What follows belongs to an exercise in optimizing a design on an open flow for a short achievable clock period and few clock cycles; a production flow would make more cautious choices.
RTL that was checked went through simulation tests only; none was proved equivalent to the original.
Only the layout flow was run in runs 1 to 4; the RTL was not checked for function there.
No driver is modelled on the clock port, so clocking that relies on it looks cheaper here than on a real chip.
Power and IR drop assume default switching activity.

==> design/flow/config.mk <==
export PLATFORM = sky130hd
export DESIGN_NAME = mipsCore
export DESIGN_NICKNAME = mipsCore
export VERILOG_FILES = /design/flow/design.v
export SDC_FILE = /design/flow/constraint.sdc
export NUM_CORES = 8
export LEC_CHECK = 0
export ABC_CLOCK_PERIOD_IN_PS = 2500
export CAP_MARGIN = 60
export CORE_MARGIN = 2
export CORE_UTILIZATION = 50
export SETUP_SLACK_MARGIN = 5
export SLEW_MARGIN = 60
export SYNTH_HIERARCHICAL = 1
export SYNTH_MINIMUM_KEEP_SIZE = 0
==> design/flow/constraint.sdc <==
create_clock -name core_clock -period 10.0 [get_ports {clk}]
set_input_delay 2.0000 -clock core_clock [delete_from_list [all_inputs] [get_ports {clk}]]
set_output_delay 2.0000 -clock core_clock [all_outputs]
set_load 0.01 [all_outputs]
==> design/flow/design.v <==
`default_nettype none
package mipsPkg;
    typedef logic [32-1:0]     word_t;
    typedef logic [5-1:0] regAddr_t;
    typedef enum logic [2:0] {
        ALU_AND = 3'b000,
        ALU_OR  = 3'b001,
        ALU_ADD = 3'b010,
        ALU_SUB = 3'b110,
        ALU_SLT = 3'b111
    } aluOp_t;
    typedef enum logic [1:0] {
        FWD_REG = 2'b00,     
        FWD_WB  = 2'b01,     
        FWD_MEM = 2'b10      
    } fwdSel_t;
    typedef struct packed {
        logic   regWrite;
        logic   memToReg;
        logic   memWrite;
        logic   aluSrc;      
        logic   regDst;      
        logic   branch;
        logic   jump;
        aluOp_t aluOp;
    } ctrl_t;
    typedef struct packed {
        word_t instr;
        word_t pcPlus4;
    } ifId_t;
    typedef struct packed {
        logic     regWrite;
        logic     memToReg;
        logic     memWrite;
        logic     aluSrc;
        logic     regDst;
        aluOp_t   aluOp;
        word_t    rd1;
        word_t    rd2;
        word_t    signImm;
        regAddr_t rs;
        regAddr_t rt;
        regAddr_t rd;
    } idEx_t;
    typedef struct packed {
        logic     regWrite;
        logic     memToReg;
        logic     memWrite;
        word_t    aluOut;
        word_t    writeData;
        regAddr_t writeReg;
    } exMem_t;
    typedef struct packed {
        logic     regWrite;
        logic     memToReg;
        word_t    readData;
        word_t    aluOut;
        regAddr_t writeReg;
    } memWb_t;
    localparam int IFID_W  = 2*32;
    localparam int IDEX_W  = 8 + 3*32 + 3*5;
    localparam int EXMEM_W = 3 + 2*32 + 5;
    localparam int MEMWB_W = 2 + 2*32 + 5;
endpackage
`default_nettype wire
`timescale 1ns/100ps
`default_nettype none
module selReg
(
    input  logic clk,
    input  logic d,
    output logic q
);
    always_ff @(posedge clk) begin
        q <= d;
    end
endmodule
`default_nettype wire
`timescale 1ns/100ps
`default_nettype none
module aoi22Bank #(
    parameter int W = 32
) (
    input  logic [W-1:0] a0,
    input  logic [W-1:0] a1,
    input  logic [W-1:0] b0,
    input  logic [W-1:0] b1,
    output logic [W-1:0] y
);
    assign y = ~((a0 & a1) | (b0 & b1));
endmodule
module nand2Bank #(
    parameter int W = 32
) (
    input  logic [W-1:0] a,
    input  logic [W-1:0] b,
    output logic [W-1:0] y
);
    assign y = ~(a & b);
endmodule
module nor2Bank #(
    parameter int W = 32
) (
    input  logic [W-1:0] a,
    input  logic [W-1:0] b,
    output logic [W-1:0] y
);
    assign y = ~(a | b);
endmodule
module regRead
(
    input  logic [1023:0] regs,      
    input  logic [31:1]   valid,
    input  logic [4:0]    addr,
    output logic [31:0]   data
);
    logic [31:0]  sel;
    logic [511:0] t1;                
    logic [255:0] t2;                
    logic [127:0] t3;                
    logic [63:0]  t4;                
    always_comb begin
        sel[0] = 1'b0;
        for (int i = 1; i < 32; i++) begin
            sel[i] = valid[i] && addr == 5'(i);
        end
    end
    for (genvar j = 0; j < 16; j++) begin : l1
        aoi22Bank g (
            .a0 ({32{sel[2*j]}}),   .a1 (regs[32*(2*j) +: 32]),
            .b0 ({32{sel[2*j+1]}}), .b1 (regs[32*(2*j+1) +: 32]),
            .y  (t1[32*j +: 32])
        );
    end
    for (genvar j = 0; j < 8; j++) begin : l2
        nand2Bank g (.a(t1[64*j +: 32]), .b(t1[64*j+32 +: 32]), .y(t2[32*j +: 32]));
    end
    for (genvar j = 0; j < 4; j++) begin : l3
        nor2Bank g (.a(t2[64*j +: 32]), .b(t2[64*j+32 +: 32]), .y(t3[32*j +: 32]));
    end
    for (genvar j = 0; j < 2; j++) begin : l4
        nand2Bank g (.a(t3[64*j +: 32]), .b(t3[64*j+32 +: 32]), .y(t4[32*j +: 32]));
    end
    assign data = t4[31:0] | t4[63:32];
endmodule
`default_nettype wire
`timescale 1ns/100ps
`default_nettype none
module muxBank #(
    parameter int W = 32
) (
    input  logic         sel,
    input  logic [W-1:0] a,          
    input  logic [W-1:0] b,
    output logic [W-1:0] y
);
    assign y = sel ? a : b;
endmodule
module pcSelect
(
    input  logic        redirect,    
    input  logic [31:0] alt,
    input  logic        hold,        
    input  logic        redirectD,   
    input  logic [31:0] altD,
    input  logic [31:0] pc,
    input  logic [31:0] pc4,
    input  logic        isJ,
    input  logic        predT,       
    input  logic [25:0] jIndex,
    input  logic [15:0] brLo,        
    input  logic        brCarry,
    input  logic        brSign,
    input  logic [13:0] pcHiInc,     
    input  logic [13:0] pcHiDec,
    output logic [31:0] pcNext,
    output logic [31:0] brTarget     
);
    logic        selJ;
    logic        selB;
    logic [31:0] other;              
    logic [13:0] hiC1;               
    logic [13:0] hiC0;               
    logic [13:0] brHi;
    logic [31:0] other2;             
    assign selJ = isJ && !hold && !redirect;
    assign selB = predT && !hold && !redirect && !redirectD;
    assign other2 = redirect ? alt
                  : hold     ? pc
                  : selJ     ? {pc4[31:28], jIndex, 2'b00}
                  : pc4;
    logic        selD;
    assign selD = redirectD && !redirect;
    muxBank #(.W(32)) dMux (
        .sel (selD),
        .a   (altD),
        .b   (other2),
        .y   (other)
    );
    assign hiC1 = brSign ? pc[31:18] : pcHiInc;
    assign hiC0 = brSign ? pcHiDec : pc[31:18];
    muxBank #(.W(14)) carryMux (
        .sel (brCarry),
        .a   (hiC1),
        .b   (hiC0),
        .y   (brHi)
    );
    muxBank #(.W(30)) brMux (
        .sel (selB),
        .a   ({brHi, brLo}),
        .b   (other[31:2]),
        .y   (pcNext[31:2])
    );
    assign pcNext[1:0] = other[1:0];
    assign brTarget    = {brHi, brLo, 2'b00};
endmodule
`default_nettype wire
`timescale 1ns/100ps
`default_nettype none
module addKS #(
    parameter int W = 32
) (
    input  logic [W-1:0] a,
    input  logic [W-1:0] b,
    input  logic         cin,
    output logic [W-1:0] s,
    output logic         cout
);
    logic [W-1:0] p;
    logic [W-1:0] g;
    logic [W-1:0] c;                 
    pgGen    #(.W(W)) pg  (.a(a), .b(b), .p(p), .g(g));
    prefixKS #(.W(W)) pre (.p(p), .g(g), .cin(cin), .c(c), .cout(cout));
    xorBank  #(.W(W)) sum (.a(p), .b(c), .y(s));
endmodule
module pgGen #(
    parameter int W = 32
) (
    input  logic [W-1:0] a,
    input  logic [W-1:0] b,
    output logic [W-1:0] p,
    output logic [W-1:0] g
);
    assign p = a ^ b;
    assign g = a & b;
endmodule
module xorBank #(
    parameter int W = 32
) (
    input  logic [W-1:0] a,
    input  logic [W-1:0] b,
    output logic [W-1:0] y
);
    assign y = a ^ b;
endmodule
module prefixKS #(
    parameter int W = 32
) (
    input  logic [W-1:0] p,
    input  logic [W-1:0] g,
    input  logic         cin,
    output logic [W-1:0] c,
    output logic         cout
);
    localparam int L = (W > 16) ? 5 : (W > 8) ? 4 : (W > 4) ? 3 : (W > 2) ? 2 : 1;
    logic [W-1:0] gg [0:L];
    logic [W-1:0] pp [0:L];
    always_comb begin
        gg[0] = g;
        pp[0] = p;
        for (int l = 0; l < L; l++) begin
            for (int i = 0; i < W; i++) begin
                if (i >= (1 << l)) begin
                    gg[l+1][i] = gg[l][i] | (pp[l][i] & gg[l][i - (1 << l)]);
                    pp[l+1][i] = pp[l][i] & pp[l][i - (1 << l)];
                end else begin
                    gg[l+1][i] = gg[l][i];
                    pp[l+1][i] = pp[l][i];
                end
            end
        end
        c[0] = cin;
        for (int i = 1; i < W; i++) begin
            c[i] = gg[L][i-1] | (pp[L][i-1] & cin);
        end
        cout = gg[L][W-1] | (pp[L][W-1] & cin);
    end
endmodule
module aluCore
(
    input  logic [31:0] a,
    input  logic [31:0] b,
    input  logic        cin,
    input  logic        opAdd,
    input  logic        opAnd,
    input  logic        opOr,
    input  logic        opSlt,
    output logic [31:0] y
);
    logic [31:0] sum;
    logic        cout;
    logic        slt;
    addKS #(.W(32)) adder (
        .a    (a),
        .b    (b),
        .cin  (cin),
        .s    (sum),
        .cout (cout)
    );
    assign slt = (a[31] & b[31]) | ((a[31] ^ b[31]) & sum[31]);
    assign y = ({32{opAdd}} & sum)
             | ({32{opAnd}} & (a & b))
             | ({32{opOr}}  & (a | b))
             | {31'd0, opSlt & slt};
endmodule
`default_nettype wire
`default_nettype none
module eqCmp
(
    input  logic [31:0] a,
    input  logic [31:0] b,
    output logic        eq
);
    assign eq = a == b;
endmodule
`default_nettype wire
`default_nettype none
module sumZero
(
    input  logic [31:0] a,
    input  logic [31:0] b,
    input  logic        cin,
    output logic        zero
);
    logic [31:0] p;
    logic [31:0] cMade;          
    assign p     = a ^ b;
    assign cMade = {p[30:0] | a[30:0], cin};
    assign zero  = &(~(p ^ cMade));
endmodule
`default_nettype wire
`timescale 1ns/100ps
`default_nettype none
module mipsCore
(
    input  logic        clk,
    input  logic        rst,
    output logic [31:0] pcF,
    input  logic [31:0] instr,
    output logic        memWrite,
    output logic [31:0] dataAddr,
    output logic [31:0] writeData,
    input  logic [31:0] readData
);
    logic        weM;            
    logic        memToRegM;
    logic        memWriteM;
    logic [4:0]  destM;
    logic [31:0] aluOutM;
    logic [31:0] wdataM;
    logic [31:0] resultM;
    logic        vE;
    logic        weE;
    logic        memToRegE;
    logic        memWriteE;
    logic        beqE;
    logic [4:0]  destE;
    logic [31:0] aE;             
    logic [31:0] opBE;           
    logic [31:0] rtE;            
    logic        fwdAE;          
    logic        fwdBE;          
    logic [3:0]  fwdAQ;          
    logic [3:0]  fwdBQ;
    logic [3:0]  invBQ;
    logic        fwdRtE;         
    logic        swLoadE;        
    logic        cinE;           
    logic        opAddE;
    logic        opAndE;
    logic        opOrE;
    logic        opSltE;
    logic        predTE;
    logic [31:0] altE;           
    logic        vD;
    logic [31:0] instrD;
    logic [31:0] pc4D;
    logic [31:0] brTargetF;
    logic        depAD;          
    logic        depBD;
    logic        loadDepD;       
    logic [31:0] regs [0:31];
    logic [31:1] rvalid;
    assign memWrite  = memWriteM;
    assign dataAddr  = aluOutM;
    assign writeData = wdataM;
    assign resultM   = memToRegM ? readData : aluOutM;
    always_ff @(posedge clk) begin
        for (int i = 1; i < 32; i++) begin
            if (weM && destM == 5'(i)) regs[i] <= resultM;
        end
    end
    always_ff @(posedge clk or posedge rst) begin
        if (rst) begin
            rvalid <= '0;
        end else begin
            for (int i = 1; i < 32; i++) begin
                if (weM && destM == 5'(i)) rvalid[i] <= 1'b1;
            end
        end
    end
    logic [31:0] srcA;
    logic [31:0] srcB;
    logic [31:0] rtvE;
    logic [31:0] aluOut;
    logic        redirectE;
    logic [31:0] srcBPre;
    muxBank #(.W(8)) fwdA0 (.sel(fwdAQ[0]), .a(aluOutM[7:0]),   .b(aE[7:0]),   .y(srcA[7:0]));
    muxBank #(.W(8)) fwdA1 (.sel(fwdAQ[1]), .a(aluOutM[15:8]),  .b(aE[15:8]),  .y(srcA[15:8]));
    muxBank #(.W(8)) fwdA2 (.sel(fwdAQ[2]), .a(aluOutM[23:16]), .b(aE[23:16]), .y(srcA[23:16]));
    muxBank #(.W(8)) fwdA3 (.sel(fwdAQ[3]), .a(aluOutM[31:24]), .b(aE[31:24]), .y(srcA[31:24]));
    muxBank #(.W(8)) fwdB0 (.sel(fwdBQ[0]), .a(aluOutM[7:0]),   .b(opBE[7:0]),   .y(srcBPre[7:0]));
    muxBank #(.W(8)) fwdB1 (.sel(fwdBQ[1]), .a(aluOutM[15:8]),  .b(opBE[15:8]),  .y(srcBPre[15:8]));
    muxBank #(.W(8)) fwdB2 (.sel(fwdBQ[2]), .a(aluOutM[23:16]), .b(opBE[23:16]), .y(srcBPre[23:16]));
    muxBank #(.W(8)) fwdB3 (.sel(fwdBQ[3]), .a(aluOutM[31:24]), .b(opBE[31:24]), .y(srcBPre[31:24]));
    assign srcB = srcBPre ^ {{8{invBQ[3]}}, {8{invBQ[2]}}, {8{invBQ[1]}}, {8{invBQ[0]}}};
    assign rtvE = fwdRtE ? aluOutM : rtE;
    aluCore alu (
        .a     (srcA),
        .b     (srcB),
        .cin   (cinE),
        .opAdd (opAddE),
        .opAnd (opAndE),
        .opOr  (opOrE),
        .opSlt (opSltE),
        .y     (aluOut)
    );
    logic eqRR;
    logic eqMR;
    logic eqRM;
    logic eqE;
    eqCmp cmpRR (.a(aE),      .b(rtE),     .eq(eqRR));
    eqCmp cmpMR (.a(aluOutM), .b(rtE),     .eq(eqMR));
    eqCmp cmpRM (.a(aE),      .b(aluOutM), .eq(eqRM));
    assign eqE  = fwdAE ? (fwdRtE || eqMR) : (fwdRtE ? eqRM : eqRR);
    assign redirectE = beqE && (eqE != predTE);
    always_ff @(posedge clk or posedge rst) begin
        if (rst) begin
            weM       <= 1'b0;
            memToRegM <= 1'b0;
            memWriteM <= 1'b0;
            destM     <= '0;
        end else begin
            weM       <= vE && weE;
            memToRegM <= vE && memToRegE;
            memWriteM <= vE && memWriteE;
            destM     <= destE;
        end
    end
    always_ff @(posedge clk) begin
        aluOutM  <= aluOut;
        wdataM   <= swLoadE ? readData : rtvE;
    end
    logic [5:0]  opD;
    logic [5:0]  fnD;
    logic [4:0]  rsD;
    logic [4:0]  rtD;
    logic        isAddD;
    logic        isSubD;
    logic        isAndD;
    logic        isOrD;
    logic        isSltD;
    logic        isRD;
    logic        isAddiD;
    logic        isLwD;
    logic        isSwD;
    logic        isBeqD;
    logic        useRsD;
    logic        useRtD;
    logic        immD;           
    logic        invD;           
    logic [31:0] immValD;
    logic [4:0]  destD;
    logic        weD;
    logic [31:0] rd1D;
    logic [31:0] rd2D;
    logic [31:0] aD;
    logic [31:0] bD;
    logic        stallD;         
    logic        predTD;         
    logic [31:0] brTargetD;      
    assign opD = instrD[31:26];
    assign fnD = instrD[5:0];
    assign rsD = instrD[25:21];
    assign rtD = instrD[20:16];
    assign isAddD  = opD == 6'b000000 && fnD == 6'b100000;
    assign isSubD  = opD == 6'b000000 && fnD == 6'b100010;
    assign isAndD  = opD == 6'b000000 && fnD == 6'b100100;
    assign isOrD   = opD == 6'b000000 && fnD == 6'b100101;
    assign isSltD  = opD == 6'b000000 && fnD == 6'b101010;
    assign isRD    = isAddD || isSubD || isAndD || isOrD || isSltD;
    assign isAddiD = opD == 6'b001000;
    assign isLwD   = opD == 6'b100011;
    assign isSwD   = opD == 6'b101011;
    assign isBeqD  = opD == 6'b000100;
    assign useRsD  = isRD || isAddiD || isLwD || isSwD || isBeqD;
    assign useRtD  = isRD || isSwD || isBeqD;
    assign immD    = isAddiD || isLwD || isSwD;
    assign invD    = isSubD || isSltD;
    assign immValD = {{16{instrD[15]}}, instrD[15:0]};
    assign destD   = isRD ? instrD[15:11] : rtD;
    assign weD     = (isRD || isAddiD || isLwD) && destD != 5'd0;
    logic [1023:0] regsFlat;
    always_comb begin
        for (int i = 0; i < 32; i++) regsFlat[32*i +: 32] = regs[i];
    end
    regRead read1 (.regs(regsFlat), .valid(rvalid), .addr(rsD), .data(rd1D));
    regRead read2 (.regs(regsFlat), .valid(rvalid), .addr(rtD), .data(rd2D));
    assign aD   = (weM && destM == rsD) ? resultM : rd1D;
    assign bD   = (weM && destM == rtD) ? resultM : rd2D;
    assign stallD = vD && loadDepD;
    logic        zeroChkD;
    logic        redirectD;
    assign zeroChkD  = 1'b0;
    assign redirectD = 1'b0;
    assign predTD = isBeqD && (instrD[15] || rsD == rtD);
    always_ff @(posedge clk or posedge rst) begin
        if (rst) begin
            vE <= 1'b0;
        end else begin
            vE <= vD && !redirectE && !stallD;
        end
    end
    selReg fwdAReg0 (.clk(clk), .d(depAD),                 .q(fwdAQ[0]));
    selReg fwdBReg0 (.clk(clk), .d(depBD && !immD),         .q(fwdBQ[0]));
    selReg invBReg0 (.clk(clk), .d(invD),                   .q(invBQ[0]));
    selReg fwdAReg1 (.clk(clk), .d(depAD),                 .q(fwdAQ[1]));
    selReg fwdBReg1 (.clk(clk), .d(depBD && !immD),         .q(fwdBQ[1]));
    selReg invBReg1 (.clk(clk), .d(invD),                   .q(invBQ[1]));
    selReg fwdAReg2 (.clk(clk), .d(depAD),                 .q(fwdAQ[2]));
    selReg fwdBReg2 (.clk(clk), .d(depBD && !immD),         .q(fwdBQ[2]));
    selReg invBReg2 (.clk(clk), .d(invD),                   .q(invBQ[2]));
    selReg fwdAReg3 (.clk(clk), .d(depAD),                 .q(fwdAQ[3]));
    selReg fwdBReg3 (.clk(clk), .d(depBD && !immD),         .q(fwdBQ[3]));
    selReg invBReg3 (.clk(clk), .d(invD),                   .q(invBQ[3]));
    always_ff @(posedge clk) begin
        weE       <= weD;
        memToRegE <= isLwD;
        memWriteE <= isSwD;
        beqE      <= vD && !redirectE && !stallD && isBeqD && !zeroChkD;
        destE     <= destD;
        aE        <= aD;
        opBE      <= immD ? immValD : bD;
        rtE       <= bD;
        fwdAE     <= depAD;
        fwdBE     <= depBD && !immD;
        fwdRtE    <= depBD;
        swLoadE   <= isSwD && depBD && memToRegE;
        cinE      <= invD;
        opAddE    <= isAddD || isSubD || immD;
        opAndE    <= isAndD;
        opOrE     <= isOrD;
        opSltE    <= isSltD;
        predTE    <= predTD;
        altE      <= predTD ? pc4D : brTargetD;
    end
    logic [31:0] pc4F;
    logic [13:0] pcHiF;
    logic [13:0] pcHiIncF;
    logic [13:0] pcHiDecF;
    logic [15:0] brLoF;          
    logic        brCarryF;
    logic        isJF;
    logic        predTF;
    logic [31:0] pcNext;
    assign isJF   = instr[31:26] == 6'b000010;
    assign predTF = instr[31:26] == 6'b000100 && (instr[15] || instr[25:21] == instr[20:16]);
    addKS #(.W(30)) pcInc (
        .a    (pcF[31:2]),
        .b    (30'd1),
        .cin  (1'b0),
        .s    (pc4F[31:2]),
        .cout ()
    );
    assign pc4F[1:0] = pcF[1:0];
    assign pcHiF = pcF[31:18];
    addKS #(.W(14)) hiInc (
        .a    (pcHiF),
        .b    (14'd1),
        .cin  (1'b0),
        .s    (pcHiIncF),
        .cout ()
    );
    addKS #(.W(14)) hiDec (
        .a    (pcHiF),
        .b    (14'h3fff),
        .cin  (1'b0),
        .s    (pcHiDecF),
        .cout ()
    );
    addKS #(.W(16)) brLo (
        .a    (pcF[17:2]),
        .b    (instr[15:0]),
        .cin  (1'b1),
        .s    (brLoF),
        .cout (brCarryF)
    );
    pcSelect pcSel (
        .redirect (redirectE),
        .alt      (altE),
        .hold     (stallD),
        .redirectD(redirectD),
        .altD     (predTD ? pc4D : brTargetD),
        .pc       (pcF),
        .pc4      (pc4F),
        .isJ      (isJF),
        .predT    (predTF),
        .jIndex   (instr[25:0]),
        .brLo     (brLoF),
        .brCarry  (brCarryF),
        .brSign   (instr[15]),
        .pcHiInc  (pcHiIncF),
        .pcHiDec  (pcHiDecF),
        .pcNext   (pcNext),
        .brTarget (brTargetF)
    );
    always_ff @(posedge clk or posedge rst) begin
        if (rst) begin
            pcF <= 32'h0000_0000;
            vD  <= 1'b0;
        end else begin
            pcF <= pcNext;
            vD  <= !redirectE && !redirectD;
        end
    end
    logic        useRsF;
    logic        useRtF;         
    logic        depAF;
    logic        depBF;
    assign useRsF = instr[31:26] == 6'b000000 || instr[31:26] == 6'b001000 || instr[31:26] == 6'b100011
                 || instr[31:26] == 6'b101011    || instr[31:26] == 6'b000100;
    assign useRtF = instr[31:26] == 6'b000000 || instr[31:26] == 6'b000100;
    assign depAF  = vD && weD && !redirectE && destD == instr[25:21];
    assign depBF  = vD && weD && !redirectE && destD == instr[20:16];
    always_ff @(posedge clk) begin
        if (stallD) begin
            depAD    <= 1'b0;
            depBD    <= 1'b0;
            loadDepD <= 1'b0;
        end else begin
            instrD   <= instr;
            pc4D     <= pc4F;
            brTargetD <= brTargetF;
            depAD    <= depAF;
            depBD    <= depBF;
            loadDepD <= isLwD && ((useRsF && depAF) || (useRtF && depBF));
        end
    end
endmodule
`default_nettype wire
==> design/flow/flow/run.sh <==
#!/bin/bash
set -euo pipefail
F=$PWD/flow
K=(MATCH_CELL_FOOTPRINT=0 "BUFFER_PORTS_ARGS=-buffer_cell sky130_fd_sc_hd__buf_4" FASTROUTE_TCL=$F/fastroute.tcl)
bash standard.sh SETUP_SLACK_MARGIN=5 POST_CTS_TCL=$F/ramp_cts.tcl "${K[@]}" cts > standard_cts.log 2>&1
bash standard.sh SETUP_SLACK_MARGIN=6.5 "${K[@]}" finish > standard_finish.log 2>&1
==> design/flow/flow/fastroute.tcl <==
set_global_routing_layer_adjustment met1 0.6
set_global_routing_layer_adjustment met2 0.3
set_global_routing_layer_adjustment met3-$::env(MAX_ROUTING_LAYER) 0.2

set_routing_layers -clock $::env(MIN_CLK_ROUTING_LAYER)-$::env(MAX_ROUTING_LAYER)
set_routing_layers -signal $::env(MIN_ROUTING_LAYER)-$::env(MAX_ROUTING_LAYER)
==> design/flow/flow/ramp_cts.tcl <==
# Timing repair in steps: each step repairs every endpoint below its margin,
# so a path that cannot be improved further stops only the last steps.
set_propagated_clock [all_clocks]
estimate_parasitics -placement
foreach m {5.8 6.0 6.2 6.3 6.4 6.5 6.6 6.7 6.8} {
  repair_timing -setup -setup_margin $m -repair_tns 100 -max_passes 50
  puts "ramp_cts margin $m: worst slack [worst_slack -max]"
}
detailed_placement
check_placement -verbose
estimate_parasitics -placement
puts "ramp_cts done: worst slack [worst_slack -max]"
==> design/flow/standard.sh <==
#!/bin/bash
# synth_recipe.tcl (not shown) runs the flow's synth.tcl, then flattens the netlist and writes it again
# the make line also repeats each setting of config.mk as NAME=value (left out here)
make -C /OpenROAD-flow-scripts/flow DESIGN_CONFIG=/design/flow/config.mk WORK_HOME=/design/flow/orfs CLKGATE_MAP_FILE= SYNTH_SCRIPT=/design/flow/synth_recipe.tcl "${@:-finish}"
==> results of run 1 <==
## final cells by class
class	instances	area, um2	area share
diodes	22	55.1	0.000647
clock buffers	208	4270	0.0502
clock inverters	74	627	0.00736
inverters	112	425	0.00500
multi-input cells	4017	33300	0.391
flip-flops and latches	1386	39200	0.461
well taps	1890	2360	0.0278
repair buffers	486	4880	0.0573
## worst paths after layout
| check | endpoint | startpoint | depth (start not counted) |
|---|---|---|---|
| worst min register to register | destM[0] | destE[0] | 0 |
| min in group asynchronous | pcF[9] | rst | 2 |
| worst max-delay path | pcF[20] | instr[3] | 9 |
| worst max register to register | pcF[8] | aluOutM[28] | 18 |
| max in group asynchronous | rvalid[8] | rst | 4 |
| worst min-delay path | destM[0] | destE[0] | 0 |
## critical path, delay by kind of cell
family / cells / cell delay [ps]
AO/OA/AOI/OAI: 4 / 930
buffers and inverters: 1 / 100
adder cells (fa/ha/maj): 1 / 290
multiplexers: 2 / 600
AND/OR/NAND/NOR: 1 / 200
## layer usage
layer | part of all wire | wire length (um)
met5 | 0.00085 | 211
met4 | 0.088 | 21900
met3 | 0.15 | 36800
met2 | 0.43 | 107000
met1 | 0.33 | 81500
## report_power, final
| part | internal [uW] | leakage [uW] | switching (uW) | total, uW |
|---|---|---|---|---|
| registers | 6600 | 0.0122 | 218 | 6820 |
| clock network | 3170 | 0.00240 | 2380 | 5540 |
| logic | 1780 | 0.0172 | 1920 | 3700 |
| total | 11600 | 0.0319 | 4510 | 16100 |
## state kept, by name (all words and copies together), names as in the netlist, 31 cells and up
| name | flops |
|---|---|
| wdataM | 32 |
| aluOutM | 32 |
| rvalid | 31 |
| instrD | 32 |
| brTargetD | 32 |
| pcF | 32 |
| opBE | 32 |
| aE | 32 |
| pc4D | 32 |
| regs | 992 |
| rtE | 32 |
| altE | 32 |
## stage by stage
step | util | power [uW] | hold WS, ps | cells
after detailed placement | 0.544 | 10100 | 320 | 7727
after floorplan | - | 9290 | 316 | 5640
after global placement | 0.539 | 10100 | 317 | 7708
final | 0.601 | 16100 | 327 | 8195
after global routing | 0.600 | 16700 | 330 | 8188
## cells in the final DEF (no fill, tap or decap), types with 107 or more instances in the layout
cell,count
buf_6,201
a22oi_2,1055
a21oi_1,170
edfxtp_1,1088
xor2_1,245
nand2_1,739
dfxtp_1,158
mux2_4,138
inv_1,107
buf_4,247
clkbuf_16,165
nor2_1,329
conb_1,198
==> flow_summary.json, run 1 <==
{
  "path_cells": "buf_8, ha_4, and4_4, a21o_1, o21ai_2, a32oi_4, a21o_4, mux2_4, mux2_4",
  "period_minus_slack_ps": 3470,
  "dp_hpwl_mm": 154,
  "status": "complete, but fails checks",
  "crit_type": "in -> reg",
  "critPathCaptureType": "flip-flop",
  "period_share": 0.347,
  "setup_slack_ps": 6530,
  "initial_core_util": 0.505,
  "postPlaceCellArea_um2": 77100,
  "pre_cts_slack_ps": 5170,
  "arrival_ps": 4130,
  "check.faults": "max-slew violations",
  "tightest_slew_ps": 4960,
  "cts_tree": "built",
  "coreArea_um2": 142000,
  "die_height_um": 382,
  "cp_slowest_stage_delay_ps": 380,
  "finalWirelength_mm": 247,
  "hold_viol": 0,
  "crit_path_frequent_cell": "mux2_4",
  "grt_usage": 0.431,
  "drc_errors": 0,
  "cellLeakagePower_uw": 0.0319,
  "yosysWarnings": 86,
  "antenna_found_initial": 9,
  "cp-start-kind": "input pin",
  "ant_nets": 0,
  "syn_area_per_cell_um2": 13.1,
  "powerDensity_nw_per_um2": 189,
  "drt_iter0_drc": 2517,
  "netlist_instances": 5447,
  "io_pins": 163,
  "finalInstanceArea_um2": 85100,
  "required_ps": 10650,
  "die_w_um": 382,
  "portBuffers": 162,
  "critPathMaxFanout": 7,
  "synth.cell_area_um2": 71600,
  "gr-max-usage-layer": "met1",
  "drive_gt1_frac": 0.407,
  "grt_pass1_wl_mm": 353,
  "die_area_um2": 146000,
  "grt_max_degree": 69,
  "fin_nets": 6331,
  "vias": 49338,
  "wl_per_cell_um": 30.2,
  "finalSetupViolCount": 0,
  "grt_overflow": 0,
  "syn_to_final_growth_pct": 19.0,
  "num-fill-cells": 11287,
  "ir_drop_mv": 0.163,
  "slew_violations": 33,
  "grt_pass1_vias": 53673,
  "groute.layer.met3.usage": 0.249,
  "hold_path_class": "reg -> reg",
  "gp_congestion": 1.01,
  "rsz0062_at_grt": "false",
  "max_clock_freq_mhz": 288,
  "path_clk_slew_ps": 50,
  "cpMaxStageDelayCell": "a32oi_4",
  "clock_sinks": 1386,
  "vias_per_cell": 6.02,
  "relSlewSlack": -2.31,
  "clock_skew_ps": 39.6,
  "insertion_delay_ps": 800,
  "finalSetupTns_ps": 0,
  "first_pass_iters": 5,
  "num_rows": 138,
  "drv_cap": 0,
  "use_met2": 0.588,
  "r2r_slack_ps": 6630,
  "grtUsageMet1": 0.665
}
==> run 2: changes to the inputs <==
--- a/design/flow/design.v
+++ b/design/flow/design.v
@@ -157,4 +157,14 @@
     assign y = sel ? a : b;
 endmodule
+module selGate
+(
+    input  logic a,
+    input  logic b,
+    input  logic c,
+    input  logic d,
+    output logic y
+);
+    assign y = a && !b && !c && !d;
+endmodule
 module pcSelect
 (
@@ -178,5 +188,5 @@
 );
     logic        selJ;
-    logic        selB;
+    logic [3:0]  selB;               
     logic [31:0] other;              
     logic [13:0] hiC1;               
@@ -185,5 +195,7 @@
     logic [31:0] other2;             
     assign selJ = isJ && !hold && !redirect;
-    assign selB = predT && !hold && !redirect && !redirectD;
+    for (genvar k = 0; k < 4; k++) begin : selCopy
+        selGate g (.a(predT), .b(hold), .c(redirect), .d(redirectD), .y(selB[k]));
+    end
     assign other2 = redirect ? alt
                   : hold     ? pc
@@ -206,10 +218,8 @@
         .y   (brHi)
     );
-    muxBank #(.W(30)) brMux (
-        .sel (selB),
-        .a   ({brHi, brLo}),
-        .b   (other[31:2]),
-        .y   (pcNext[31:2])
-    );
+    muxBank #(.W(8)) brMux0 (.sel(selB[0]), .a(brLo[7:0]),  .b(other[9:2]),   .y(pcNext[9:2]));
+    muxBank #(.W(8)) brMux1 (.sel(selB[1]), .a(brLo[15:8]), .b(other[17:10]), .y(pcNext[17:10]));
+    muxBank #(.W(7)) brMux2 (.sel(selB[2]), .a(brHi[6:0]),  .b(other[24:18]), .y(pcNext[24:18]));
+    muxBank #(.W(7)) brMux3 (.sel(selB[3]), .a(brHi[13:7]), .b(other[31:25]), .y(pcNext[31:25]));
     assign pcNext[1:0] = other[1:0];
     assign brTarget    = {brHi, brLo, 2'b00};
@@ -521,7 +531,10 @@
     assign stallD = vD && loadDepD;
     logic        zeroChkD;
+    logic        sumZeroD;
     logic        redirectD;
-    assign zeroChkD  = 1'b0;
-    assign redirectD = 1'b0;
+    assign zeroChkD  = isBeqD && opAddE && !cinE && !memToRegE && !fwdAE && !fwdBE
+                    && ((depAD && rtD == 5'd0) || (depBD && rsD == 5'd0));
+    sumZero zeroChk (.a(aE), .b(opBE), .cin(cinE), .zero(sumZeroD));
+    assign redirectD = vD && zeroChkD && !stallD && (sumZeroD != predTD);
     assign predTD = isBeqD && (instrD[15] || rsD == rtD);
     always_ff @(posedge clk or posedge rst) begin
==> run 2 against run 1 <==
Net effect: now clean on timing, DRC and antenna; power increased by 2.4%; hold slack gained 1.3 ps; sequential power about the same; core utilization increased by 0.41 points; largest cell class unchanged; sequential share of layout area is 0.83 points lower; flip-flop and latch count up 1; area after synthesis grew 1.5%; setup slack lost 4.0 ps; global-route usage decreased by 0.55 points; critical path depth did not move; clock power about the same; routed wire length is essentially flat.
==> flow_summary.json, run 2 <==
{
  "grt_pass1_vias": 54024,
  "antenna_found_initial": 15,
  "die_w_um": 385,
  "clock_skew_ps": 23.3,
  "cpMaxStageDelayCell": "or4_4",
  "path_clk_slew_ps": 60,
  "sw_frac_of_total": 0.282,
  "powerDensity_nw_per_um2": 189,
  "utilization": 0.605,
  "initial_core_util": 0.505,
  "hold_path_class": "reg -> reg",
  "io_pins": 163,
  "final_cell_mix": "edfxtp_1, a22oi_2, nand2_1",
  "grt_overflow": 0,
  "grt_usage": 0.426,
  "netlist_instances": 5594,
  "ir_drop_mv": 0.155,
  "regMostFlops": "regs",
  "status": "finished clean",
  "die_area_um2": 148000,
  "drc_errors": 0,
  "arrival_ps": 4140,
  "crit_type": "in -> reg",
  "cp_slowest_stage_delay_ps": 570,
  "drive_gt1_frac": 0.418,
  "wl_per_cell_um": 29.5,
  "largest_reg_flops": 992,
  "final_common_cell": "edfxtp_1",
  "fin_cells": 8382,
  "max_clock_freq_mhz": 288,
  "required_ps": 10670,
  "whs_ps": 328,
  "switchingPower_uw": 4630,
  "vias_per_cell": 5.98,
  "insertion_delay_ps": 800,
  "yosysWarnings": 86,
  "relSlewSlack": 0.576,
  "seqPwrFrac": 0.415,
  "r2r-end": "pcF[6]",
  "ant_nets": 0,
  "p_int_uw": 11800,
  "gp_congestion": 1.03,
  "synth.cell_area_um2": 72700,
  "cts_tree": "built",
  "critPathCaptureType": "flip-flop",
  "drt_iter0_drc": 2489,
  "hp-start": "destE[0]",
  "period_minus_slack_ps": 3480,
  "min_to": "destM[0]",
  "drv_cap": 0,
  "syn_to_final_growth_pct": 19.8,
  "grt_max_degree": 65,
  "die_height_um": 385,
  "slew_violations": 0,
  "portBuffers": 162,
  "finalWirelength_mm": 247,
  "grt_pass1_wl_mm": 354,
  "reg2regPathDepth": 13,
  "rsz0062_at_grt": "true",
  "cp-start-kind": "input pin",
  "fin_nets": 6533,
  "num-fill-cells": 11447,
  "pwr-share-clk": 0.338,
  "finalSetupTns_ps": 0,
  "path_cells": "buf_6, or4_4, nor3b_4, buf_6, clkbuf_16, mux2i_2, a211oi_2, mux2_4, mux2_4",
  "first_pass_iters": 5,
  "period_share": 0.348,
  "r2r_slack_ps": 6630,
  "r2r-start": "opBE[21]",
  "hold_viol": 0,
  "pre_cts_slack_ps": 5180,
  "cellLeakagePower_uw": 0.0328,
  "tightest_slew_ps": 634,
  "syn_area_per_cell_um2": 13.0,
  "coreArea_um2": 144000,
  "place_inst": 7889,
  "setup_slack_ps": 6520,
  "finalSetupViolCount": 0,
  "dp_hpwl_mm": 156,
  "clock_sinks": 1387,
  "p_comb_frac": 0.247,
  "critPathMaxFanout": 6,
  "vias": 50149,
  "num_rows": 139,
  "whs_path_depth": 0
}
## run 2: layout make-up
| type | instances | area, um2 | share of cell area |
|---|---|---|---|
| Antenna cell | 25 | 62.6 | 0.000719 |
| Clock inverter | 65 | 598 | 0.00687 |
| Sequential cell | 1387 | 39400 | 0.452 |
| Clock buffer | 218 | 4310 | 0.0495 |
| Timing Repair Buffer | 507 | 4990 | 0.0573 |
| Multi-Input combinational cell | 4095 | 34600 | 0.398 |
| Tap cell | 1903 | 2380 | 0.0273 |
| Inverter | 182 | 687 | 0.00789 |
## run 2: metal layers
layer  vias to the layer above  track usage  wire, um
li1                      22677            -         -
met1                     24221        0.659     81300
met2                      2510        0.589    108000
met3                       721        0.245     37100
met4                        20        0.241     20500
met5                         -       0.0318       373
## run 2: how the worst max path moves through the flow
| stage | endpoint | cells past startpoint | startpoint | slack, ps |
|---|---|---|---|---|
| after floorplan | pcF[2] | 8 | vD | 5550 |
| after global placement | pcF[23] | 9 | instr[6] | 5170 |
| after detailed placement | pcF[26] | 8 | instr[26] | 5180 |
| after global routing | pcF[3] | 13 | opBE[21] | 6490 |
| final | pcF[15] | 9 | instr[29] | 6520 |
## run 2: metrics by stage
stage	total power (uW)	cell area, um2
final	16400	87100
after global placement	10300	77600
after floorplan	9490	73400
after detailed placement	10300	78200
after global routing	17100	87100
## run 2: power by group through the flow
stage               Combinational [uW]  Clock, uW  Sequential, uW
finish                            4060       5560            6830
global route                      4410       5860            6860
detailed placement                3310          0            7030
global placement                  3280          0            7020
floorplan                         2570          0            6920
## run 2: worst max-delay path, delay by kind of cell
kind	cells	cell delay, ps
and+or+nand+nor	2	810
muxes	3	760
buffers and inverters	3	470
AOI/OAI and AO/OA	1	90
==> run 3: changes to the inputs <==
--- a/design/flow/design.v
+++ b/design/flow/design.v
@@ -76,4 +76,29 @@
     end
 endmodule
+module pcRegCopy
+(
+    input  logic        clk,
+    input  logic        rst,
+    input  logic [31:0] d,
+    output logic [31:0] q
+);
+    always_ff @(posedge clk or posedge rst) begin
+        if (rst) begin
+            q <= '0;
+        end else begin
+            q <= d;
+        end
+    end
+endmodule
+module dataRegCopy
+(
+    input  logic        clk,
+    input  logic [31:0] d,
+    output logic [31:0] q
+);
+    always_ff @(posedge clk) begin
+        q <= d;
+    end
+endmodule
 `default_nettype wire
 `timescale 1ns/100ps
@@ -157,14 +182,4 @@
     assign y = sel ? a : b;
 endmodule
-module selGate
-(
-    input  logic a,
-    input  logic b,
-    input  logic c,
-    input  logic d,
-    output logic y
-);
-    assign y = a && !b && !c && !d;
-endmodule
 module pcSelect
 (
@@ -188,5 +203,5 @@
 );
     logic        selJ;
-    logic [3:0]  selB;               
+    logic        selB;
     logic [31:0] other;              
     logic [13:0] hiC1;               
@@ -195,7 +210,5 @@
     logic [31:0] other2;             
     assign selJ = isJ && !hold && !redirect;
-    for (genvar k = 0; k < 4; k++) begin : selCopy
-        selGate g (.a(predT), .b(hold), .c(redirect), .d(redirectD), .y(selB[k]));
-    end
+    assign selB = predT && !hold && !redirect && !redirectD;
     assign other2 = redirect ? alt
                   : hold     ? pc
@@ -218,8 +231,10 @@
         .y   (brHi)
     );
-    muxBank #(.W(8)) brMux0 (.sel(selB[0]), .a(brLo[7:0]),  .b(other[9:2]),   .y(pcNext[9:2]));
-    muxBank #(.W(8)) brMux1 (.sel(selB[1]), .a(brLo[15:8]), .b(other[17:10]), .y(pcNext[17:10]));
-    muxBank #(.W(7)) brMux2 (.sel(selB[2]), .a(brHi[6:0]),  .b(other[24:18]), .y(pcNext[24:18]));
-    muxBank #(.W(7)) brMux3 (.sel(selB[3]), .a(brHi[13:7]), .b(other[31:25]), .y(pcNext[31:25]));
+    muxBank #(.W(30)) brMux (
+        .sel (selB),
+        .a   ({brHi, brLo}),
+        .b   (other[31:2]),
+        .y   (pcNext[31:2])
+    );
     assign pcNext[1:0] = other[1:0];
     assign brTarget    = {brHi, brLo, 2'b00};
@@ -356,5 +371,5 @@
     input  logic        clk,
     input  logic        rst,
-    output logic [31:0] pcF,
+    output logic [31:0] pcF,           
     input  logic [31:0] instr,
     output logic        memWrite,
@@ -363,4 +378,5 @@
     input  logic [31:0] readData
 );
+    logic [31:0] pcQ;
     logic        weM;            
     logic        memToRegM;
@@ -403,5 +419,5 @@
     logic [31:1] rvalid;
     assign memWrite  = memWriteM;
-    assign dataAddr  = aluOutM;
+    dataRegCopy addrCopy (.clk(clk), .d(aluOut), .q(dataAddr));
     assign writeData = wdataM;
     assign resultM   = memToRegM ? readData : aluOutM;
@@ -590,5 +606,5 @@
     assign predTF = instr[31:26] == 6'b000100 && (instr[15] || instr[25:21] == instr[20:16]);
     addKS #(.W(30)) pcInc (
-        .a    (pcF[31:2]),
+        .a    (pcQ[31:2]),
         .b    (30'd1),
         .cin  (1'b0),
@@ -596,6 +612,6 @@
         .cout ()
     );
-    assign pc4F[1:0] = pcF[1:0];
-    assign pcHiF = pcF[31:18];
+    assign pc4F[1:0] = pcQ[1:0];
+    assign pcHiF = pcQ[31:18];
     addKS #(.W(14)) hiInc (
         .a    (pcHiF),
@@ -613,5 +629,5 @@
     );
     addKS #(.W(16)) brLo (
-        .a    (pcF[17:2]),
+        .a    (pcQ[17:2]),
         .b    (instr[15:0]),
         .cin  (1'b1),
@@ -625,5 +641,5 @@
         .redirectD(redirectD),
         .altD     (predTD ? pc4D : brTargetD),
-        .pc       (pcF),
+        .pc       (pcQ),
         .pc4      (pc4F),
         .isJ      (isJF),
@@ -638,10 +654,11 @@
         .brTarget (brTargetF)
     );
+    pcRegCopy pcCopy (.clk(clk), .rst(rst), .d(pcNext), .q(pcF));
     always_ff @(posedge clk or posedge rst) begin
         if (rst) begin
-            pcF <= 32'h0000_0000;
+            pcQ <= 32'h0000_0000;
             vD  <= 1'b0;
         end else begin
-            pcF <= pcNext;
+            pcQ <= pcNext;
             vD  <= !redirectE && !redirectD;
         end
==> run 3 against run 2 <==
Net effect: clock skew up 1.2 ps; cell count up 0.30%; clock power is 2% higher; area after synthesis increased by 1.9%; non-clock buffer count decreased by 71; die area up 1.8%; core utilization shrank 0.77 points; flip-flop and latch count is 64 higher; sequential power is 6.3% higher; hold slack got worse by 7.0 ps; critical path type unchanged; largest cell class unchanged; highest routed layer unchanged.
==> flow_summary.json, run 3 <==
{
  "status": "finished clean",
  "grt_max_degree": 65,
  "r2r_slack_ps": 6570,
  "grt_usage": 0.423,
  "clock_sinks": 1451,
  "critPathLaunch": "instr[29]",
  "synth.cell_area_um2": 74000,
  "hold_path_class": "reg -> reg",
  "multi_input_area_um2": 34600,
  "p_int_uw": 12100,
  "required_ps": 10650,
  "first_pass_iters": 8,
  "critPathCaptureType": "flip-flop",
  "grt_overflow": 0,
  "period_share": 0.353,
  "vias": 50167,
  "die_height_um": 389,
  "powerDensity_nw_per_um2": 191,
  "die_area_um2": 151000,
  "period_minus_slack_ps": 3530,
  "drv_cap": 0,
  "crit_type": "in -> reg",
  "final_common_cell": "edfxtp_1",
  "rsz0062_at_grt": "true",
  "cts_tree": "built",
  "critPathMaxFanout": 7,
  "arrival_ps": 4180,
  "syn_to_final_growth_pct": 18.8,
  "die_w_um": 389,
  "wl_per_cell_um": 29.9,
  "drt_iter0_drc": 2222,
  "insertion_delay_ps": 790,
  "critPathCapture": "pcCopy.q[26]",
  "max_clock_freq_mhz": 284,
  "ant_nets": 0,
  "p_comb_frac": 0.229,
  "seqPwrFrac": 0.433,
  "grt_pass1_vias": 53898,
  "pwr-share-clk": 0.338,
  "drc_errors": 0,
  "num_rows": 141,
  "antenna_found_initial": 15,
  "r2r-start": "aE[26]",
  "relSlewSlack": 0.560,
  "io_pins": 163,
  "cellLeakagePower_uw": 0.0331,
  "gp_congestion": 1.03,
  "yosysWarnings": 88,
  "tightest_slew_ps": 642,
  "reg2regPathDepth": 13,
  "vias_per_cell": 5.97,
  "netlist_instances": 5653,
  "finalWirelength_mm": 251,
  "switchingPower_uw": 4650,
  "finalSetupTns_ps": 0,
  "largest_reg_flops": 992,
  "finalSetupViolCount": 0,
  "sw_frac_of_total": 0.277,
  "ir_drop_mv": 0.149,
  "hold_viol": 0,
  "path_clk_slew_ps": 60,
  "slew_violations": 0,
  "syn_area_per_cell_um2": 13.1,
  "cp-start-kind": "input pin",
  "coreArea_um2": 147000,
  "regArea_um2": 40700,
  "num-fill-cells": 11749,
  "fin_nets": 6528,
  "initial_core_util": 0.502,
  "regMostFlops": "regs",
  "pre_cts_slack_ps": 4810,
  "final_cell_mix": "edfxtp_1, a22oi_2, nand2_1",
  "portBuffers": 162,
  "grt_pass1_wl_mm": 359,
  "dp_hpwl_mm": 162,
  "setup_slack_ps": 6470,
  "r2r-end": "pcQ[22]",
  "clock_skew_ps": 24.5,
  "drive_gt1_frac": 0.406
}
run 3: critical path: stages:
cell	delay [ps]
buf_6	100
or4_4	570
nor2_4	180
nand2_2	100
nor2_1	100
nor4b_4	300
buf_4	210
buf_12	150
clkbuf_16	170
mux2_4	300
run 3: worst min path at each step:
stage | startpoint | end | cells past startpoint
3_3_place_gp | destE[2] | destM[2] | 0
5_1_grt | destE[3] | destM[3] | 0
3_5_place_dp | destE[2] | destM[2] | 0
6_report | destE[3] | destM[3] | 0
2_1_floorplan | destE[0] | destM[0] | 0
run 3: layout make-up:
type                       count  share of cell area
sequential                  1451               0.463
antenna                       29            0.000825
tap                         1930              0.0275
inverter                     183             0.00784
clock inverter                58             0.00511
clock buffer                 228              0.0515
timing repair buffer         436              0.0504
multi-input combinational   4092               0.394
run 3: power by group through the flow:
stage | Combinational (uW) | Clock [uW] | Sequential, uW
detailed placement | 3360 | 0 | 7360
global placement | 3320 | 0 | 7370
floorplan | 2580 | 0 | 7260
finish | 3840 | 5680 | 7260
global route | 4190 | 6010 | 7310
run 3: metal layers:
| layer | GRT usage | share of wire | vias to the layer above |
|---|---|---|---|
| met4 | 0.247 | 0.084 | 16 |
| met1 | 0.676 | 0.33 | 24328 |
| met2 | 0.579 | 0.44 | 2378 |
| met5 | 0.0399 | 0.0021 | - |
| li1 | - | - | 22735 |
| met3 | 0.229 | 0.14 | 710 |
run 3: per-stage QoR:
stage                util  instances  instance area, um2  hold slack, ps  power, uW
finish              0.597       8407               87900             321      16800
global route        0.597       8403               87900             325      17500
detailed placement  0.540       7984               79600             322      10700
global placement    0.536       7961               79000             320      10700
floorplan               -       5844               74700             316       9840
==> run 4: changes to the inputs <==
--- a/design/flow/design.v
+++ b/design/flow/design.v
@@ -76,29 +76,4 @@
     end
 endmodule
-module pcRegCopy
-(
-    input  logic        clk,
-    input  logic        rst,
-    input  logic [31:0] d,
-    output logic [31:0] q
-);
-    always_ff @(posedge clk or posedge rst) begin
-        if (rst) begin
-            q <= '0;
-        end else begin
-            q <= d;
-        end
-    end
-endmodule
-module dataRegCopy
-(
-    input  logic        clk,
-    input  logic [31:0] d,
-    output logic [31:0] q
-);
-    always_ff @(posedge clk) begin
-        q <= d;
-    end
-endmodule
 `default_nettype wire
 `timescale 1ns/100ps
@@ -347,5 +322,22 @@
     output logic        eq
 );
-    assign eq = a == b;
+    logic [31:0] x;
+    xorBank #(.W(32)) diff (.a(a), .b(b), .y(x));
+    zeroTree32 all (.x(x), .zero(eq));
+endmodule
+module zeroTree32
+(
+    input  logic [31:0] x,
+    output logic        zero
+);
+    logic [15:0] n1;             
+    logic [7:0]  a2;             
+    logic [3:0]  n3;             
+    logic [1:0]  a4;             
+    nor2Bank  #(.W(16)) l1 (.a(x[31:16]),  .b(x[15:0]),  .y(n1));
+    nand2Bank #(.W(8))  l2 (.a(n1[15:8]),  .b(n1[7:0]),  .y(a2));
+    nor2Bank  #(.W(4))  l3 (.a(a2[7:4]),   .b(a2[3:0]),  .y(n3));
+    nand2Bank #(.W(2))  l4 (.a(n3[3:2]),   .b(n3[1:0]),  .y(a4));
+    nor2Bank  #(.W(1))  l5 (.a(a4[1]),     .b(a4[0]),    .y(zero));
 endmodule
 `default_nettype wire
@@ -360,7 +352,9 @@
     logic [31:0] p;
     logic [31:0] cMade;          
+    logic [31:0] bad;            
     assign p     = a ^ b;
     assign cMade = {p[30:0] | a[30:0], cin};
-    assign zero  = &(~(p ^ cMade));
+    xorBank #(.W(32)) chk (.a(p), .b(cMade), .y(bad));
+    zeroTree32 all (.x(bad), .zero(zero));
 endmodule
 `default_nettype wire
@@ -371,5 +365,5 @@
     input  logic        clk,
     input  logic        rst,
-    output logic [31:0] pcF,           
+    output logic [31:0] pcF,
     input  logic [31:0] instr,
     output logic        memWrite,
@@ -378,5 +372,4 @@
     input  logic [31:0] readData
 );
-    logic [31:0] pcQ;
     logic        weM;            
     logic        memToRegM;
@@ -419,5 +412,5 @@
     logic [31:1] rvalid;
     assign memWrite  = memWriteM;
-    dataRegCopy addrCopy (.clk(clk), .d(aluOut), .q(dataAddr));
+    assign dataAddr  = aluOutM;
     assign writeData = wdataM;
     assign resultM   = memToRegM ? readData : aluOutM;
@@ -606,5 +599,5 @@
     assign predTF = instr[31:26] == 6'b000100 && (instr[15] || instr[25:21] == instr[20:16]);
     addKS #(.W(30)) pcInc (
-        .a    (pcQ[31:2]),
+        .a    (pcF[31:2]),
         .b    (30'd1),
         .cin  (1'b0),
@@ -612,6 +605,6 @@
         .cout ()
     );
-    assign pc4F[1:0] = pcQ[1:0];
-    assign pcHiF = pcQ[31:18];
+    assign pc4F[1:0] = pcF[1:0];
+    assign pcHiF = pcF[31:18];
     addKS #(.W(14)) hiInc (
         .a    (pcHiF),
@@ -629,5 +622,5 @@
     );
     addKS #(.W(16)) brLo (
-        .a    (pcQ[17:2]),
+        .a    (pcF[17:2]),
         .b    (instr[15:0]),
         .cin  (1'b1),
@@ -641,5 +634,5 @@
         .redirectD(redirectD),
         .altD     (predTD ? pc4D : brTargetD),
-        .pc       (pcQ),
+        .pc       (pcF),
         .pc4      (pc4F),
         .isJ      (isJF),
@@ -654,11 +647,10 @@
         .brTarget (brTargetF)
     );
-    pcRegCopy pcCopy (.clk(clk), .rst(rst), .d(pcNext), .q(pcF));
     always_ff @(posedge clk or posedge rst) begin
         if (rst) begin
-            pcQ <= 32'h0000_0000;
+            pcF <= 32'h0000_0000;
             vD  <= 1'b0;
         end else begin
-            pcQ <= pcNext;
+            pcF <= pcNext;
             vD  <= !redirectE && !redirectD;
         end
==> run 4 against run 3 <==
Net effect: die area decreased by 1.5%; count of clock-buffer cells in the layout down 12; largest cell class unchanged; largest power group unchanged; clock skew fell by 5.3 ps; highest routed layer unchanged; fmax is 1.4% higher; register-to-register slack improved by 90 ps.
==> flow_summary.json, run 4 <==
{
  "status": "finished clean",
  "path_buf_inv": 2,
  "pwr-share-clk": 0.347,
  "seqPwrFrac": 0.415,
  "cpMaxStageDelayCell": "dfrtp_2",
  "period_minus_slack_ps": 3480,
  "slew_violations": 0,
  "syn_area_per_cell_um2": 12.8,
  "coreArea_um2": 145000,
  "die_height_um": 386,
  "p_int_uw": 11900,
  "synth.cell_area_um2": 72900,
  "cp_slowest_stage_delay_ps": 440,
  "clock_sinks": 1387,
  "drt_iter0_drc": 2643,
  "r2r_slack_ps": 6660,
  "clock_skew_ps": 19.2,
  "critPathCaptureType": "primary output",
  "die_area_um2": 149000,
  "finalSetupViolCount": 0,
  "die_w_um": 386,
  "powerDensity_nw_per_um2": 191,
  "path_clk_slew_ps": 60,
  "vias_per_cell": 5.97,
  "grt_pass1_wl_mm": 357,
  "min_to": "destM[1]",
  "fin_nets": 6603,
  "fin_cells": 8456,
  "largest_reg_flops": 992,
  "io_pins": 163,
  "max_clock_freq_mhz": 288,
  "grt_pass1_vias": 53931,
  "cellLeakagePower_uw": 0.0329,
  "required_ps": 8000,
  "dp_hpwl_mm": 159,
  "antenna_found_initial": 10,
  "cp-start-kind": "flip-flop",
  "period_share": 0.348,
  "rsz0062_at_grt": "true",
  "final_cell_mix": "edfxtp_1, a22oi_2, nand2_1",
  "hold_viol": 0,
  "cpLargestDelayFamily": "flip-flops",
  "grt_max_degree": 72,
  "switchingPower_uw": 4620,
  "hold_path_class": "reg -> reg",
  "drv_cap": 0,
  "r2r-end": "opBE[21]",
  "hp-start": "destE[1]",
  "gp_congestion": 0.994,
  "whs_path_depth": 0,
  "path_cells": "buf_4, buf_6",
  "ant_nets": 0,
  "drive_gt1_frac": 0.388,
  "critPathMaxFanout": 3,
  "syn_to_final_growth_pct": 18.5,
  "arrival_ps": 1480,
  "finalWirelength_mm": 252,
  "netlist_instances": 5701,
  "num_rows": 140,
  "tightest_slew_ps": 609,
  "initial_core_util": 0.502,
  "wl_per_cell_um": 29.9,
  "relSlewSlack": 0.582,
  "grt_overflow": 0,
  "final_common_cell": "edfxtp_1",
  "portBuffers": 162,
  "p_total_uw": 16500,
  "finalSetupTns_ps": 0,
  "drc_errors": 0,
  "insertion_delay_ps": 790,
  "place_inst": 8005,
  "cts_tree": "built",
  "vias": 50521,
  "yosysWarnings": 86,
  "ir_drop_mv": 0.160,
  "p_comb_frac": 0.238,
  "grt_usage": 0.430,
  "first_pass_iters": 5,
  "crit_type": "reg -> out",
  "reg2regPathDepth": 12,
  "r2r-start": "instrD[17]",
  "regMostFlops": "regs",
  "sw_frac_of_total": 0.280
}
## run 4: power groups by stage
stage,registers (uW),logic (uW),clock network (uW)
detailed placement,7040,3300,0
finish,6850,3920,5740
floorplan,6920,2570,0
global route,6880,4260,6030
global placement,7040,3270,0
## run 4: per-layer routing
metal,share of wire,vias to the layer above,track usage
met2,0.43,2662,0.580
li1,-,22810,-
met5,0.0021,-,0.0361
met3,0.16,786,0.260
met1,0.32,24249,0.652
met4,0.088,14,0.261
## run 4: layout make-up
cell class | count | area, um2
Clock buffer | 216 | 4310
Fill cell | 11649 | 58800
Multi-Input combinational cell | 4172 | 34100
Antenna cell | 17 | 42.5
Sequential cell | 1387 | 39300
Tap cell | 1917 | 2400
Timing Repair Buffer | 469 | 4670
Clock inverter | 65 | 758
Inverter | 213 | 807
## run 4: worst register-to-register path, stage by stage, from the launching register on
cell	delay, ps
edfxtp_1	530
buf_6	210
and3b_2	260
and3_2	210
buf_6	230
a22oi_2	220
nand2_1	80
nor2_2	350
nand2_1	360
or2_2	370
nor2_1	110
a21oi_1	80
a21bo_2	240
## run 4: how the worst max path moves through the flow
stage,cells past startpoint,slack (ps),endpoint,from
3_5_place_dp,9,5430,pcF[24],instr[3]
2_1_floorplan,7,5940,pcF[10],vD
3_3_place_gp,9,5190,pcF[21],instr[6]
5_1_grt,2,6480,pcF[5],pcF[5]
6_report,2,6520,pcF[5],pcF[5]
## run 4: through the flow
step / hold slack (ps) / cell area, um2 / worst slack [ps] / utilization
final: 325 / 86400 / 6520 / 0.595
after global routing: 333 / 86400 / 6480 / 0.595
after detailed placement: 320 / 78400 / 5430 / 0.540
after global placement: 318 / 77800 / 5190 / 0.536
after floorplan: 316 / 73600 / 5940 / -
==> run 5: changes to the inputs <==
--- a/design/flow/design.v
+++ b/design/flow/design.v
@@ -174,6 +174,5 @@
     input  logic [13:0] pcHiInc,     
     input  logic [13:0] pcHiDec,
-    output logic [31:0] pcNext,
-    output logic [31:0] brTarget     
+    output logic [31:0] pcNext
 );
     logic        selJ;
@@ -190,8 +189,6 @@
                   : selJ     ? {pc4[31:28], jIndex, 2'b00}
                   : pc4;
-    logic        selD;
-    assign selD = redirectD && !redirect;
     muxBank #(.W(32)) dMux (
-        .sel (selD),
+        .sel (redirectD),
         .a   (altD),
         .b   (other2),
@@ -213,5 +210,4 @@
     );
     assign pcNext[1:0] = other[1:0];
-    assign brTarget    = {brHi, brLo, 2'b00};
 endmodule
 `default_nettype wire
@@ -322,22 +318,5 @@
     output logic        eq
 );
-    logic [31:0] x;
-    xorBank #(.W(32)) diff (.a(a), .b(b), .y(x));
-    zeroTree32 all (.x(x), .zero(eq));
-endmodule
-module zeroTree32
-(
-    input  logic [31:0] x,
-    output logic        zero
-);
-    logic [15:0] n1;             
-    logic [7:0]  a2;             
-    logic [3:0]  n3;             
-    logic [1:0]  a4;             
-    nor2Bank  #(.W(16)) l1 (.a(x[31:16]),  .b(x[15:0]),  .y(n1));
-    nand2Bank #(.W(8))  l2 (.a(n1[15:8]),  .b(n1[7:0]),  .y(a2));
-    nor2Bank  #(.W(4))  l3 (.a(a2[7:4]),   .b(a2[3:0]),  .y(n3));
-    nand2Bank #(.W(2))  l4 (.a(n3[3:2]),   .b(n3[1:0]),  .y(a4));
-    nor2Bank  #(.W(1))  l5 (.a(a4[1]),     .b(a4[0]),    .y(zero));
+    assign eq = a == b;
 endmodule
 `default_nettype wire
@@ -352,9 +331,7 @@
     logic [31:0] p;
     logic [31:0] cMade;          
-    logic [31:0] bad;            
     assign p     = a ^ b;
     assign cMade = {p[30:0] | a[30:0], cin};
-    xorBank #(.W(32)) chk (.a(p), .b(cMade), .y(bad));
-    zeroTree32 all (.x(bad), .zero(zero));
+    assign zero  = &(~(p ^ cMade));
 endmodule
 `default_nettype wire
@@ -405,5 +382,4 @@
     logic [31:0] instrD;
     logic [31:0] pc4D;
-    logic [31:0] brTargetF;
     logic        depAD;          
     logic        depBD;
@@ -508,5 +484,5 @@
     logic        stallD;         
     logic        predTD;         
-    logic [31:0] brTargetD;      
+    logic [31:0] brTargetD;
     assign opD = instrD[31:26];
     assign fnD = instrD[5:0];
@@ -545,6 +521,14 @@
                     && ((depAD && rtD == 5'd0) || (depBD && rsD == 5'd0));
     sumZero zeroChk (.a(aE), .b(opBE), .cin(cinE), .zero(sumZeroD));
-    assign redirectD = vD && zeroChkD && !stallD && (sumZeroD != predTD);
+    assign redirectD = vD && zeroChkD && !stallD && !redirectE && (sumZeroD != predTD);
     assign predTD = isBeqD && (instrD[15] || rsD == rtD);
+    addKS #(.W(30)) brAdd (
+        .a    (pc4D[31:2]),
+        .b    ({{14{instrD[15]}}, instrD[15:0]}),
+        .cin  (1'b0),
+        .s    (brTargetD[31:2]),
+        .cout ()
+    );
+    assign brTargetD[1:0] = 2'b00;
     always_ff @(posedge clk or posedge rst) begin
         if (rst) begin
@@ -644,6 +628,5 @@
         .pcHiInc  (pcHiIncF),
         .pcHiDec  (pcHiDecF),
-        .pcNext   (pcNext),
-        .brTarget (brTargetF)
+        .pcNext   (pcNext)
     );
     always_ff @(posedge clk or posedge rst) begin
@@ -673,5 +656,4 @@
             instrD   <= instr;
             pc4D     <= pc4F;
-            brTargetD <= brTargetF;
             depAD    <= depAF;
             depBD    <= depBF;
==> run 5 against run 4 <==
Net effect: fmax is 1.1% higher; count of clock-buffer cells in the layout is 12 lower; sequential power is 3.6% lower; global-route usage is 1.6 points higher.
==> flow_summary.json, run 5 <==
{
  "grt_overflow": 0,
  "rsz0062_at_grt": "false",
  "ant_nets": 0,
  "hold_path_class": "reg -> reg",
  "grt_max_degree": 64,
  "critPathCaptureType": "flip-flop",
  "required_ps": 10670,
  "slew_violations": 0,
  "grt_usage": 0.446,
  "finalSetupTns_ps": 0,
  "r2r-end": "pcF[28]",
  "finalSetupViolCount": 0,
  "wl_per_cell_um": 30.8,
  "place_inst": 8021,
  "die_w_um": 386,
  "drv_cap": 0,
  "critPathMaxFanout": 7,
  "syn_to_final_growth_pct": 19.6,
  "status": "finished clean",
  "die_area_um2": 149000,
  "crit_path_frequent_cell": "mux2_4",
  "hp-start": "destE[2]",
  "io_pins": 163,
  "antenna_found_initial": 12,
  "crit_type": "in -> reg",
  "grt_pass1_vias": 56724,
  "dp_hpwl_mm": 163,
  "clock_skew_ps": 37.6,
  "arrival_ps": 4110,
  "initial_core_util": 0.503,
  "vias_per_cell": 6.13,
  "r2r_slack_ps": 6610,
  "period_minus_slack_ps": 3440,
  "finalWirelength_mm": 262,
  "r2r-start": "instrD[11]",
  "critPathLaunch": "instr[3]",
  "max_clock_freq_mhz": 291,
  "drive_gt1_frac": 0.399,
  "ir_drop_mv": 0.158,
  "hold_viol": 0,
  "whs_ps": 328,
  "tightest_slew_ps": 592,
  "largest_reg_flops": 992,
  "path_buf_inv": 1,
  "path_cells": "buf_8, ha_4, and4_4, a21o_1, o21ai_4, a32oi_4, a21o_4, mux2_4, mux2_4",
  "cp_slowest_stage_delay_ps": 360,
  "drc_errors": 0,
  "powerDensity_nw_per_um2": 190,
  "first_pass_iters": 5,
  "fin_cells": 8505,
  "cp-start-kind": "input pin",
  "relSlewSlack": 0.605,
  "grt_pass1_wl_mm": 375,
  "regMostFlops": "regs",
  "gp_congestion": 0.992,
  "period_share": 0.344,
  "path_clk_slew_ps": 60,
  "reg2regPathDepth": 10,
  "vias": 52171,
  "clock_sinks": 1355,
  "drt_iter0_drc": 2543,
  "critPathCapture": "pcF[20]",
  "worst-path-stages": 9,
  "netlist_instances": 5736,
  "coreArea_um2": 145000,
  "cpMaxStageDelayCell": "a32oi_4",
  "fin_nets": 6705,
  "die_height_um": 386,
  "portBuffers": 162,
  "insertion_delay_ps": 800,
  "num-fill-cells": 11728,
  "syn_area_per_cell_um2": 12.7,
  "cts_tree": "built",
  "num_rows": 140,
  "yosysWarnings": 86,
  "final_cell_mix": "edfxtp_1, a22oi_2, nand2_1",
  "cpLargestDelayFamily": "compound AO/OA/AOI/OAI gates",
  "cellLeakagePower_uw": 0.0339,
  "final_common_cell": "edfxtp_1",
  "synth.cell_area_um2": 73100
}
-- run 5: metal layers --
metal / routed length, um / up-vias / share of wire / track usage
li1: - / 23236 / - / -
met1: 85500 / 25048 / 0.33 / 0.675
met4: 19600 / 4 / 0.075 / 0.238
met3: 42600 / 866 / 0.16 / 0.278
met5: 27 / - / 0.00010 / 0
met2: 114000 / 3017 / 0.44 / 0.618
-- run 5: per-stage QoR --
stage                util  worst slack [ps]  cell area [um2]  power [uW]
floorplan               -              5940            73800        9560
global placement    0.536              5160            77900       10700
detailed placement  0.542              5190            78800       10700
global route        0.601              6500            87400       17300
finish              0.601              6560            87400       16600
-- run 5: area by class of cell --
cell class	instances	area [um2]	share of cell area
timing repair buffer	492	5200	0.0594
clock buffer	204	4100	0.0469
inverter	166	656	0.00750
multi-input combinational	4303	36200	0.414
clock inverter	60	505	0.00578
antenna	8	20.0	0.000229
tap	1917	2400	0.0274
sequential	1355	38400	0.439
-- run 5: worst min path at each step --
stage,end,cells past startpoint
floorplan,destM[0],0
global placement,destM[4],0
detailed placement,destM[2],0
global route,destM[2],0
finish,destM[2],0
-- run 5: report_power, final --
part / leakage (uW) / switching, uW / internal, uW
Sequential: 0.0135 / 240 / 6360
Clock: 0.00226 / 2300 / 3000
Combinational: 0.0182 / 2440 / 2270
Total: 0.0339 / 4990 / 11600
Testbench counts of run 5, summed over its fixed seeds: cycles 29,634.

[static timing again, ports no longer ideal]
In the flow no input, the clock included, has a driving cell. The finished layouts below were timed again as built, in two steps. Step 1 assumes that a clkbuf_16 drives the clock port and a buf_2 every other input. Step 2, shift: input delay + t, output delay - t, t = (earliest + latest rising clock arrival at the registers) / 2. This alone moves slack from input paths to output paths. Slacks: no drivers / after step 1 / after step 2; pairs: no drivers / after step 1.
run | t (ns) | setup slack, ns | worst hold slack (ns) | worst setup path after step 2 | latest minus earliest clock arrival (ns)
run 1 | 0.858 | 6.527 / 6.525 / 5.707 | 0.327 / 0.327 / 0.327 | input to register | 0.039 / 0.040
run 2 | 0.873 | 6.523 / 6.513 / 5.705 | 0.328 / 0.328 / 0.328 | input to register | 0.026 / 0.027
run 3 | 0.849 | 6.473 / 6.517 / 5.668 | 0.321 / 0.321 / 0.321 | input to register | 0.026 / 0.026
run 4 | 0.859 | 6.522 / 6.443 / 5.747 | 0.325 / 0.325 / 0.325 | input to register | 0.022 / 0.022
run 5 | 0.857 | 6.559 / 6.499 / 5.741 | 0.328 / 0.328 / 0.328 | input to register | 0.038 / 0.039
The setup slack of run 1, which loses most, moves by -0.002 ns with the drivers and by -0.820 ns with both steps.
